Source: an optimization exercise on an open RTL-to-GDS flow (aim: small area, a short achievable clock period and few clock cycles per item). Production flows keep margins and buffers that such runs may drop.
The RTL was checked by simulation tests, not by an equivalence proof against the original design.
No activity file was given, so power comes from the tool's default toggle rates.

==> inputs of 04-21 <==
==> flow/design.v <==
`timescale 1ns / 1ps
package cdq_pkg;
	localparam int DATA_W = 32;
	localparam int CMD_W  = 3;
	localparam int STAT_W = 2;
	localparam int OCC_W  = 5;
	localparam logic [CMD_W-1:0] CMD_PUSH_FRONT = 3'd0;
	localparam logic [CMD_W-1:0] CMD_PUSH_REAR  = 3'd1;
	localparam logic [CMD_W-1:0] CMD_POP_FRONT  = 3'd2;
	localparam logic [CMD_W-1:0] CMD_POP_REAR   = 3'd3;
	localparam logic [CMD_W-1:0] CMD_QUERY      = 3'd4;
	localparam logic [STAT_W-1:0] ST_DONE  = 2'd0;
	localparam logic [STAT_W-1:0] ST_FULL  = 2'd1;
	localparam logic [STAT_W-1:0] ST_EMPTY = 2'd2;
	typedef struct packed {
		logic [CMD_W-1:0]         cmd;
		logic signed [DATA_W-1:0] push_value;
	} cdq_req_t;
	typedef struct packed {
		logic [STAT_W-1:0]        status;
		logic signed [DATA_W-1:0] popped_value;
		logic signed [DATA_W-1:0] front_value;
		logic signed [DATA_W-1:0] rear_value;
		logic [OCC_W-1:0]         occupancy;
		logic                     is_empty;
		logic                     is_full;
	} cdq_rsp_t;
	typedef enum logic {
		CDQ_IDLE,
		CDQ_POP
	} cdq_state_t;
endpackage
`timescale 1ns / 1ps
module deque_top (
	input  logic        clk,
	input  logic        arst_n,
	input  logic        req_valid,
	output logic        req_ready,
	input  logic [2:0]  req_cmd,
	input  logic [31:0] req_value,
	output logic        rsp_valid,
	input  logic        rsp_ready,
	output logic [1:0]  rsp_status,
	output logic [31:0] rsp_popped,
	output logic [31:0] rsp_front,
	output logic [31:0] rsp_rear,
	output logic [4:0]  rsp_occupancy,
	output logic        rsp_empty,
	output logic        rsp_full
);
	localparam int RN = 14;    
	localparam int DW = 32;
	logic [4:0]    cnt_q;
	logic          empty_q;
	logic [3:0]    rp_h_q, rp_t_q;      
	logic [DW-1:0] ring_q [RN];
	logic [DW-1:0] front_q, rear_q;
	logic          rsp_valid_q;
	logic [1:0]    status_q;
	logic [DW-1:0] popped_q;
	logic          skid_v_q;
	logic [2:0]    skid_cmd_q;
	logic [DW-1:0] skid_val_q;
	logic          slot_free, run;
	logic [2:0]    cmd;
	logic [DW-1:0] value;
	assign req_ready = !skid_v_q;
	assign slot_free = !rsp_valid_q || rsp_ready;
	assign run       = (skid_v_q || req_valid) && slot_free;
	assign cmd       = skid_v_q ? skid_cmd_q : req_cmd;
	assign value     = skid_v_q ? skid_val_q : req_value;
	always_ff @(posedge clk or negedge arst_n) begin
		if (!arst_n)
			skid_v_q <= 1'b0;
		else if (skid_v_q)
			skid_v_q <= !slot_free;
		else
			skid_v_q <= req_valid && !slot_free;
	end
	always_ff @(posedge clk) begin
		if (!skid_v_q) begin
			skid_cmd_q <= req_cmd;
			skid_val_q <= req_value;
		end
	end
	logic is_push, is_pop, at_rear;
	assign is_push = (cmd[2:1] == 2'b00);
	assign is_pop  = (cmd[2:1] == 2'b01);
	assign at_rear = cmd[0];
	logic n1, n2, ge2, full;
	assign n1   = (cnt_q == 5'd1);
	assign n2   = (cnt_q == 5'd2);
	assign full = cnt_q[4];
	assign ge2  = !empty_q && !n1;
	logic push_ok, pop_ok, ring_push, ring_pop;
	assign push_ok   = is_push && !full;
	assign pop_ok    = is_pop && !empty_q;
	assign ring_push = push_ok && ge2;
	assign ring_pop  = pop_ok && ge2 && !n2;
	logic [3:0] h_prev, h_next, t_prev, t_next;
	assign h_prev = (rp_h_q == 4'd0)       ? 4'(RN - 1) : rp_h_q - 4'd1;
	assign h_next = (rp_h_q == 4'(RN - 1)) ? 4'd0       : rp_h_q + 4'd1;
	assign t_prev = (rp_t_q == 4'd0)       ? 4'(RN - 1) : rp_t_q - 4'd1;
	assign t_next = (rp_t_q == 4'(RN - 1)) ? 4'd0       : rp_t_q + 4'd1;
	logic [DW-1:0] near_w;
	assign near_w = at_rear ? rear_q : front_q;
	logic [DW-1:0] rd_h, rd_t, pop_f, pop_r;
	always_comb begin
		rd_h = '0;
		rd_t = '0;
		for (int i = 0; i < RN; i++) begin
			rd_h = rd_h | (ring_q[i] & {DW{rp_h_q == 4'(i)}});
			rd_t = rd_t | (ring_q[i] & {DW{rp_t_q == 4'(i)}});
		end
		pop_f = !ge2 ? '0 : n2 ? rear_q  : rd_h;
		pop_r = !ge2 ? '0 : n2 ? front_q : rd_t;
	end
	logic [DW-1:0] front_d, rear_d;
	assign front_d = is_push ? value : pop_f;
	assign rear_d  = is_push ? value : pop_r;
	logic front_ld, rear_ld;
	assign front_ld = empty_q || (push_ok && !at_rear) || (pop_ok && (!at_rear || n1));
	assign rear_ld  = empty_q || (push_ok && at_rear)  || (pop_ok && (at_rear || n1));
	logic [4:0] cnt_d;
	always_comb begin
		cnt_d = cnt_q;
		if (push_ok)
			cnt_d = cnt_q + 5'd1;
		if (pop_ok)
			cnt_d = cnt_q - 5'd1;
	end
	always_ff @(posedge clk or negedge arst_n) begin
		if (!arst_n) begin
			cnt_q       <= '0;
			empty_q     <= 1'b1;
			rp_h_q      <= 4'd0;
			rp_t_q      <= 4'(RN - 1);
			rsp_valid_q <= 1'b0;
		end else begin
			if (run) begin
				cnt_q   <= cnt_d;
				empty_q <= (cnt_d == 5'd0);
				if (ring_push && !at_rear)
					rp_h_q <= h_prev;
				if (ring_pop && !at_rear)
					rp_h_q <= h_next;
				if (ring_push && at_rear)
					rp_t_q <= t_next;
				if (ring_pop && at_rear)
					rp_t_q <= t_prev;
			end
			if (slot_free)
				rsp_valid_q <= run;
		end
	end
	always_ff @(posedge clk) begin
		if (run && front_ld)
			front_q <= front_d;
		if (run && rear_ld)
			rear_q <= rear_d;
		if (run) begin
			popped_q <= near_w & {DW{pop_ok}};
			status_q <= {is_pop && empty_q, is_push && full};
		end
	end
	logic          room;
	logic [RN-1:0] wsel_h, wsel_t, we;
	assign room = ge2 && !full;
	always_comb begin
		for (int i = 0; i < RN; i++) begin
			wsel_h[i] = room && (h_prev == 4'(i));
			wsel_t[i] = room && (t_next == 4'(i));
			we[i]     = run && is_push && (at_rear ? wsel_t[i] : wsel_h[i]);
		end
	end
	for (genvar i = 0; i < RN; i++) begin : g_ring
		always_ff @(posedge clk) begin
			if (we[i])
				ring_q[i] <= near_w;
		end
	end
	assign rsp_valid     = rsp_valid_q;
	assign rsp_status    = status_q;
	assign rsp_popped    = popped_q;
	assign rsp_front     = front_q;
	assign rsp_rear      = rear_q;
	assign rsp_occupancy = cnt_q;
	assign rsp_empty     = empty_q;
	assign rsp_full      = full;
endmodule
==> flow/run.sh <==
#!/bin/bash
# synth_recipe.tcl (not shown) runs the flow's synth.tcl, then flattens the netlist and writes it again
# the make line also repeats each setting of config.mk as NAME=value (left out here)
make -C /OpenROAD-flow-scripts/flow DESIGN_CONFIG=/design/flow/config.mk WORK_HOME=/design/flow/orfs CLKGATE_MAP_FILE= SYNTH_SCRIPT=/design/flow/synth_recipe.tcl finish
==> flow/config.mk <==
export PLATFORM = sky130hd
export DESIGN_NAME = deque_top
export DESIGN_NICKNAME = deque_top
export VERILOG_FILES = /design/flow/design.v
export SDC_FILE = /design/flow/constraint.sdc
export NUM_CORES = 4
export LEC_CHECK = 0
export ABC_AREA = 1
export CAP_MARGIN = 20
export CORE_MARGIN = 2
export CORE_UTILIZATION = 55
export SETUP_SLACK_MARGIN = 2.6
export SLEW_MARGIN = 20
export TNS_END_PERCENT = 0
==> flow/constraint.sdc <==
create_clock -name core_clock -period 5.0 [get_ports {clk}]
set_input_delay 1.0000 -clock core_clock [delete_from_list [all_inputs] [get_ports {clk}]]
set_output_delay 1.0000 -clock core_clock [all_outputs]
set_load 0.01 [all_outputs]
==> 10-15: changes against 04-21 <==
==> flow/design.v, changed modules only <==
module deque_top (
	input  logic        clk,
	input  logic        arst_n,
	input  logic        req_valid,
	output logic        req_ready,
	input  logic [2:0]  req_cmd,
	input  logic [31:0] req_value,
	output logic        rsp_valid,
	input  logic        rsp_ready,
	output logic [1:0]  rsp_status,
	output logic [31:0] rsp_popped,
	output logic [31:0] rsp_front,
	output logic [31:0] rsp_rear,
	output logic [4:0]  rsp_occupancy,
	output logic        rsp_empty,
	output logic        rsp_full
);
	localparam int RN = 14;    
	localparam int DW = 32;
	logic [4:0]    cnt_q;
	logic          empty_q, n1_q, n2_q;    
	logic [3:0]    rp_h_q, rp_t_q;      
	logic [DW-1:0] ring_q [RN];
	logic [DW-1:0] front_q, rear_q;
	logic          rsp_valid_q;
	logic [1:0]    status_q;
	logic [DW-1:0] popped_q;
	logic          slot_free, run;
	logic [2:0]    cmd;
	logic [DW-1:0] value;
	assign slot_free = !rsp_valid_q || rsp_ready;
	assign req_ready = slot_free;
	assign run       = req_valid && slot_free;
	assign cmd       = req_cmd;
	assign value     = req_value;
	logic is_push, is_pop, at_rear;
	assign is_push = (cmd[2:1] == 2'b00);
	assign is_pop  = (cmd[2:1] == 2'b01);
	assign at_rear = cmd[0];
	logic n1, n2, n3, ge2, full;
	assign n1   = n1_q;
	assign n2   = n2_q;
	assign n3   = (cnt_q == 5'd3);
	assign full = cnt_q[4];
	assign ge2  = !empty_q && !n1;
	logic push_ok, pop_ok, ring_push, ring_pop;
	assign push_ok   = is_push && !full;
	assign pop_ok    = is_pop && !empty_q;
	assign ring_push = push_ok && ge2;
	assign ring_pop  = pop_ok && ge2 && !n2;
	logic [3:0] h_prev, h_next, t_prev, t_next;
	assign h_prev = (rp_h_q == 4'd0)       ? 4'(RN - 1) : rp_h_q - 4'd1;
	assign h_next = (rp_h_q == 4'(RN - 1)) ? 4'd0       : rp_h_q + 4'd1;
	assign t_prev = (rp_t_q == 4'd0)       ? 4'(RN - 1) : rp_t_q - 4'd1;
	assign t_next = (rp_t_q == 4'(RN - 1)) ? 4'd0       : rp_t_q + 4'd1;
	logic [DW-1:0] near_w, far_w;
	assign near_w = at_rear ? rear_q : front_q;
	assign far_w  = at_rear ? front_q : rear_q;
	logic [DW-1:0] pop_w;
	logic [RN-1:0] h_oh, t_oh, rsel;
	always_comb begin
		for (int i = 0; i < RN; i++) begin
			h_oh[i] = !n2 && (rp_h_q == 4'(i));
			t_oh[i] = !n2 && (rp_t_q == 4'(i));
		end
		rsel  = at_rear ? t_oh : h_oh;
		pop_w = far_w & {DW{n2}};
		for (int i = 0; i < RN; i++)
			pop_w = pop_w | (ring_q[i] & {DW{rsel[i]}});
	end
	logic [DW-1:0] end_d;
	always_comb begin
		if (is_push)
			end_d = value;
		else if (pop_ok && ge2)
			end_d = pop_w;
		else
			end_d = '0;
	end
	logic front_ld, rear_ld;
	assign front_ld = empty_q || (push_ok && !at_rear) || (pop_ok && (!at_rear || n1));
	assign rear_ld  = empty_q || (push_ok && at_rear)  || (pop_ok && (at_rear || n1));
	logic [4:0] cnt_d;
	always_comb begin
		cnt_d = cnt_q;
		if (push_ok)
			cnt_d = cnt_q + 5'd1;
		if (pop_ok)
			cnt_d = cnt_q - 5'd1;
	end
	always_ff @(posedge clk or negedge arst_n) begin
		if (!arst_n) begin
			cnt_q       <= '0;
			empty_q     <= 1'b1;
			n1_q        <= 1'b0;
			n2_q        <= 1'b0;
			rp_h_q      <= 4'd0;
			rp_t_q      <= 4'(RN - 1);
			rsp_valid_q <= 1'b0;
		end else begin
			if (run) begin
				cnt_q   <= cnt_d;
				empty_q <= (n1 && pop_ok) || (empty_q && !push_ok);
				n1_q    <= (empty_q && push_ok) || (n2 && pop_ok) || (n1 && !push_ok && !pop_ok);
				n2_q    <= (n1 && push_ok) || (n3 && pop_ok) || (n2 && !push_ok && !pop_ok);
				if (ring_push && !at_rear)
					rp_h_q <= h_prev;
				if (ring_pop && !at_rear)
					rp_h_q <= h_next;
				if (ring_push && at_rear)
					rp_t_q <= t_next;
				if (ring_pop && at_rear)
					rp_t_q <= t_prev;
			end
			if (slot_free)
				rsp_valid_q <= run;
		end
	end
	always_ff @(posedge clk) begin
		if (run && front_ld)
			front_q <= end_d;
		if (run && rear_ld)
			rear_q <= end_d;
		if (run) begin
			popped_q <= near_w & {DW{pop_ok}};
			status_q <= {is_pop && empty_q, is_push && full};
		end
	end
	logic [RN-1:0] we;
	always_comb begin
		for (int i = 0; i < RN; i++)
			we[i] = !full && (h_prev == 4'(i) || t_next == 4'(i));
	end
	for (genvar i = 0; i < RN; i++) begin : g_ring
		always_ff @(posedge clk) begin
			if (we[i])
				ring_q[i] <= near_w;
		end
	end
	assign rsp_valid     = rsp_valid_q;
	assign rsp_status    = status_q;
	assign rsp_popped    = popped_q;
	assign rsp_front     = front_q;
	assign rsp_rear      = rear_q;
	assign rsp_occupancy = cnt_q;
	assign rsp_empty     = empty_q;
	assign rsp_full      = full;
endmodule
==> flow/flow/run.sh (new file) <==
#!/bin/bash
# Layout flow: the standard ORFS flow, with plain buf_2 cells as the
# port buffers instead of the delay cells buffer_ports picks by itself.
set -euo pipefail
cd "$(dirname "$0")/.."
export BUFFER_PORTS_ARGS="-buffer_cell sky130_fd_sc_hd__buf_2"
bash standard.sh finish > flow_standard.log 2>&1
==> flow/standard.sh (new file) <==
#!/bin/bash
# synth_recipe.tcl (not shown) runs the flow's synth.tcl, then flattens the netlist and writes it again
# the make line also repeats each setting of config.mk as NAME=value (left out here)
make -C /OpenROAD-flow-scripts/flow DESIGN_CONFIG=/design/flow/config.mk WORK_HOME=/design/flow/orfs CLKGATE_MAP_FILE= SYNTH_SCRIPT=/design/flow/synth_recipe.tcl "${@:-finish}"
ABC_AREA = unset   (was 1)
CORE_UTILIZATION = 45   (was 55)
SETUP_SLACK_MARGIN = 2.5   (was 2.6)
removed: flow/run.sh
==> summary of the runs <==
Of 10-15 and 04-21, 04-21 has the higher non-clock buffer count (gap 37). Of 04-21 and 10-15, 04-21 has the higher power (gap 27%, measured against 10-15). Clock skew: 04-21 is higher than 10-15 (0.0066 ns). Of 04-21 and 10-15, 04-21 has the higher worst setup slack (gap 0.16 ns). Between 10-15 and 04-21, the lower final area is in 10-15 (gap about 20%, measured against 04-21). In 04-21 the global-route usage is higher than in 10-15, by 13 points. Between 10-15 and 04-21, the lower utilization is in 10-15 (gap 13 points). Clock-buffer cell count: 10-15 is lower than 04-21 (3).
==> figures <==
metric	10-15	04-21
Status	no timing/DRC/antenna violations	no timing/DRC/antenna violations
Int Power	0.00889 W	0.0101 W
Non-Filler Instances	2158	3709
Sw Pwr	0.00363 W	0.00583 W
Power density relative to cell area	484 nW/um2	498 nW/um2
Mapped Nets	1335	2871
Most common library cell in the layout ignoring fill and taps	edfxtp_1	nand2_1
Async set or reset register ratio after synthesis	3.02%	2.68%
Wire length of the first global-routing pass	88400 um	132000 um
Multi-input logic cell count	628	1965
Starting density of the core	45.6%	55.7%
Worst setup slack after placement	1.15 ns	1.20 ns
P_seq	0.00583 W	0.00610 W
Kind of end point of the critical path	flop	output pin
Inserted Clock Buffers	57	61
Reg-to-reg startpoint	rp_t_q[0]$_DFFE_PN1P_	rp_h_q[3]$_DFFE_PN0P_
Die Outline Area	51500 um2	51200 um2
Compound-Gate Fraction of Synth Area	14.2%	4.24%
Testbench counts of 04-21, summed over its fixed seeds: cycles 48,008, commands 48,000.
Testbench counts of 10-15, summed over its fixed seeds: cycles 48,008, commands 48,000.

-- afterwards: timing with drivers on the ports --
In the flow no input, the clock included, has a driving cell. The finished layouts below were timed again as built, in two steps.
Step 1 (the two cells are an assumption about what drives the block):
set clk [get_ports {clk}]
set_driving_cell -lib_cell sky130_fd_sc_hd__clkbuf_16 $clk
set_driving_cell -lib_cell sky130_fd_sc_hd__buf_2 [delete_from_list [all_inputs] $clk]
Step 2 moves the port delays by t, midway between the first and last clock arrival at a register: inputs arrive t later, outputs are due t later. That takes back most of the time a late clock gives input paths.
Three values: ideal, step 1, step 2; two values: the first two.
run	shift t [ns]	setup slack, ns	cell pins on the clock port's net
04-21	0.694	2.290 / 2.227 / 1.650	1
10-15	0.654	2.133 / 2.142 / 1.497	1
After both steps setup and hold are still met in every run listed. For 04-21, which loses most, drivers alone change the setup slack by -0.063 ns; drivers and shift together by -0.640 ns.
